What follows belongs to an exercise in optimizing a design on an open flow for small area; a production flow would make more cautious choices.
Where RTL was checked, it was by simulation tests only, not by an equivalence proof against the original.

== run a ==
// signal_gen_top
module signal_gen_top
(
  input  logic          clk_user_bufg,
  input  logic          rst_glb,
  input  logic          dds_reset,
  input  logic [111:0]  dds_cfg,       
  input  logic [63:0]   vc_cfg,        
  input  logic [29:0]   fsc_req,       
  output logic [31:0]   iq,            
  output logic [29:0]   fsc,           
  output logic [15:0]   vc_triangle,
  output logic [15:0]   vc_dac_data
);
Settings: LEC_CHECK=0, CAP_MARGIN=20, CORE_MARGIN=2, CORE_UTILIZATION=40, CTS_BUF_LIST=sky130_fd_sc_hd__clkbuf_4, SLEW_MARGIN=20, SYNTH_HIERARCHICAL=1, SYNTH_MINIMUM_KEEP_SIZE=0; clock period 12.0 ns.
run.sh (not shown) runs the stock make flow with config.mk's settings and CLKGATE_MAP_FILE= SYNTH_SCRIPT=/design/flow/synth_recipe.tcl, a recipe that flattens the netlist after the stock synthesis.
> inputs changed (run a -> run b)
# run a
export LEC_CHECK = 0
export CAP_MARGIN = 20
export CORE_MARGIN = 2
export CORE_UTILIZATION = 40
export CTS_BUF_LIST = sky130_fd_sc_hd__clkbuf_4
export SLEW_MARGIN = 20
export SYNTH_HIERARCHICAL = 1
export SYNTH_MINIMUM_KEEP_SIZE = 0
create_clock -name core_clock -period 12.0 [get_ports {clk_user_bufg}]
# run b
export LEC_CHECK = 0
export CAP_MARGIN = 20
export CORE_MARGIN = 2
export CORE_UTILIZATION = 60
export CTS_BUF_LIST = sky130_fd_sc_hd__clkbuf_2
export SLEW_MARGIN = 20
export SYNTH_HIERARCHICAL = 1
export SYNTH_MINIMUM_KEEP_SIZE = 0
create_clock -name core_clock -period 12.0 [get_ports {clk_user_bufg}]
Results
- Run b ended with every stage complete and zero timing, DRC or antenna violations.
- Run b against run a; largest net degree at the start of global routing is down by more than 10%.
- Run b improves on run a in worst setup slack.
- On register-to-register slack, run a beats run b.
- On sequential share of layout area: run b sits above run a.
Function was not checked in any run of this note: the RTL went through the layout flow alone.


Another version of the RTL of signal_gen_top (not shown whole).
Size in the first run: roughly 300 I/O pins, about 31000 um^2 of cells after synthesis.
==> flow/config.mk <==
export PLATFORM = sky130hd
export DESIGN_NAME = signal_gen_top
export DESIGN_NICKNAME = signal_gen_top
export VERILOG_FILES = /design/flow/design.v
export SDC_FILE = /design/flow/constraint.sdc
export NUM_CORES = 4
export LEC_CHECK = 0
export CAP_MARGIN = 20
export CORE_MARGIN = 2
export CORE_UTILIZATION = 60
export CTS_BUF_LIST = sky130_fd_sc_hd__clkbuf_4
export SLEW_MARGIN = 20
export SYNTH_HIERARCHICAL = 1
export SYNTH_MINIMUM_KEEP_SIZE = 0
==> flow/constraint.sdc <==
create_clock -name core_clock -period 12.0 [get_ports {clk_user_bufg}]
set_input_delay 2.4000 -clock core_clock [delete_from_list [all_inputs] [get_ports {clk_user_bufg}]]
set_output_delay 2.4000 -clock core_clock [all_outputs]
set_load 0.01 [all_outputs]
standard.sh (not shown) runs the stock make flow with config.mk's settings and CLKGATE_MAP_FILE= SYNTH_SCRIPT=/design/flow/synth_recipe.tcl, a recipe that flattens the netlist after the stock synthesis.
==> flow/flow/run.sh <==
#!/bin/bash
# Layout: the standard ORFS flow (standard.sh, which also runs the
# standard synthesis unchanged), with one change: buffer_ports, which puts a
# buffer on every input and output port, uses the platform's smallest buffer
# (sky130_fd_sc_hd__buf_1) instead of its default pick. repair_design still
# sizes or buffers those nets where slew or capacitance needs it.
# make's full output goes to flow_make.log in this folder; each ORFS step
# keeps its own log under orfs/logs/.
set -euo pipefail
cd "$(dirname "$0")/.."
bash standard.sh "BUFFER_PORTS_ARGS=-buffer_cell sky130_fd_sc_hd__buf_1" finish > flow_make.log 2>&1
The first run finished clean.
Then changed:
==> flow/flow/run.sh (replaced) <==
#!/bin/bash
# Layout: the standard ORFS flow (standard.sh, which runs the standard
# synthesis unchanged), with two settings of its own:
#  - the port buffers that buffer_ports puts on every input and output are
#    the platform's smallest buffer (buf_1) instead of its default pick;
#  - after global routing, repair_timing -recover_power downsizes gates on
#    paths with positive slack (ORFS's RECOVER_POWER step).
# make's full output goes to flow_make.log here; each ORFS step keeps its own
# log under orfs/logs/.
set -euo pipefail
cd "$(dirname "$0")/.."
bash standard.sh \
  "BUFFER_PORTS_ARGS=-buffer_cell sky130_fd_sc_hd__buf_1" \
  "RECOVER_POWER=100" \
  finish > flow_make.log 2>&1
After rerunning:
- This time the run completed, yet does not pass: max-capacitance violations, max-slew violations
- via count hardly moves
- cell area came out lower slightly
- sequential share of layout area came out higher by 0.13 points
Then changed:
==> flow/flow/run.sh (replaced) <==
#!/bin/bash
set -euo pipefail
cd "$(dirname "$0")/.."
bash standard.sh "BUFFER_PORTS_ARGS=-buffer_cell sky130_fd_sc_hd__buf_1" \
  "CTS_ARGS=-sink_clustering_enable -repair_clock_nets -dont_use_dummy_load -buf_list sky130_fd_sc_hd__clkbuf_4 -sink_clustering_size 30" \
  finish > flow_make.log 2>&1
=> The changed run completed without violations; design area is about the same; sequential share of layout area hardly moves; worst hold slack hardly moves.
Then changed:
==> flow/run.sh (new file) <==
#!/bin/bash
# synth_recipe.tcl (not shown) runs the flow's synth.tcl, then flattens the netlist and writes it again
# the make line also repeats each setting of config.mk as NAME=value (left out here)
make -C /OpenROAD-flow-scripts/flow DESIGN_CONFIG=/design/flow/config.mk WORK_HOME=/design/flow/orfs CLKGATE_MAP_FILE= SYNTH_SCRIPT=/design/flow/synth_recipe.tcl finish
CAP_MARGIN = 0   (was 20)
SLEW_MARGIN = 0   (was 20)
removed: flow/flow/run.sh
removed: flow/standard.sh
Result:
- The changed run completed with no timing, DRC or antenna violations
- register-to-register slack loses 150 ps
- clock skew shrinks by 15 ps
- sequential cell count does not change
- wire length grows by 4.0%
- clock-buffer cell count grows by 17

[port drivers added, routing unchanged]
In the flow no input, the clock included, has a driving cell. The finished layouts below were timed again as built, in two steps.
Step 1: set_driving_cell puts a clkbuf_16 on clk_user_bufg and a buf_2 on each other input, an assumption about the parent block.
Step 2 also shifts input and output timing later by t, the mid clock arrival at the registers, as if the neighbouring blocks saw the same clock.
Slacks: no drivers / after step 1 / after step 2; pairs: no drivers / after step 1.
run | t, ns | setup WS [ns] | hold WS [ns] | clock arrival spread, ns | worst slew at a driven data input, ns
run a | 0.823 | 1.652 / 1.625 / 0.803 | 0.328 / 0.328 / 0.328 | 0.067 / 0.067 | 0.17
run b | 1.096 | 1.929 / 1.931 / 0.860 | 0.352 / 0.352 / 0.352 | 0.132 / 0.132 | 0.11
the first run of note 2 | 0.834 | 1.627 / 1.627 / 1.142 | 0.358 / 0.358 / 0.358 | 0.071 / 0.071 | 0.09
the second run of note 2 | 0.837 | 0.867 / 0.867 / 0.867 | 0.361 / 0.361 / 0.361 | 0.073 / 0.072 | 0.09
the third run of note 2 | 0.792 | 1.621 / 1.621 / 1.166 | 0.360 / 0.360 / 0.360 | 0.083 / 0.083 | 0.09
the fourth run of note 2 | 0.824 | 1.466 / 1.466 / 0.686 | 0.355 / 0.355 / 0.355 | 0.071 / 0.071 | 0.09
For run b, which loses most, drivers alone change the setup slack by +0.002 ns; drivers and shift together by -1.069 ns.
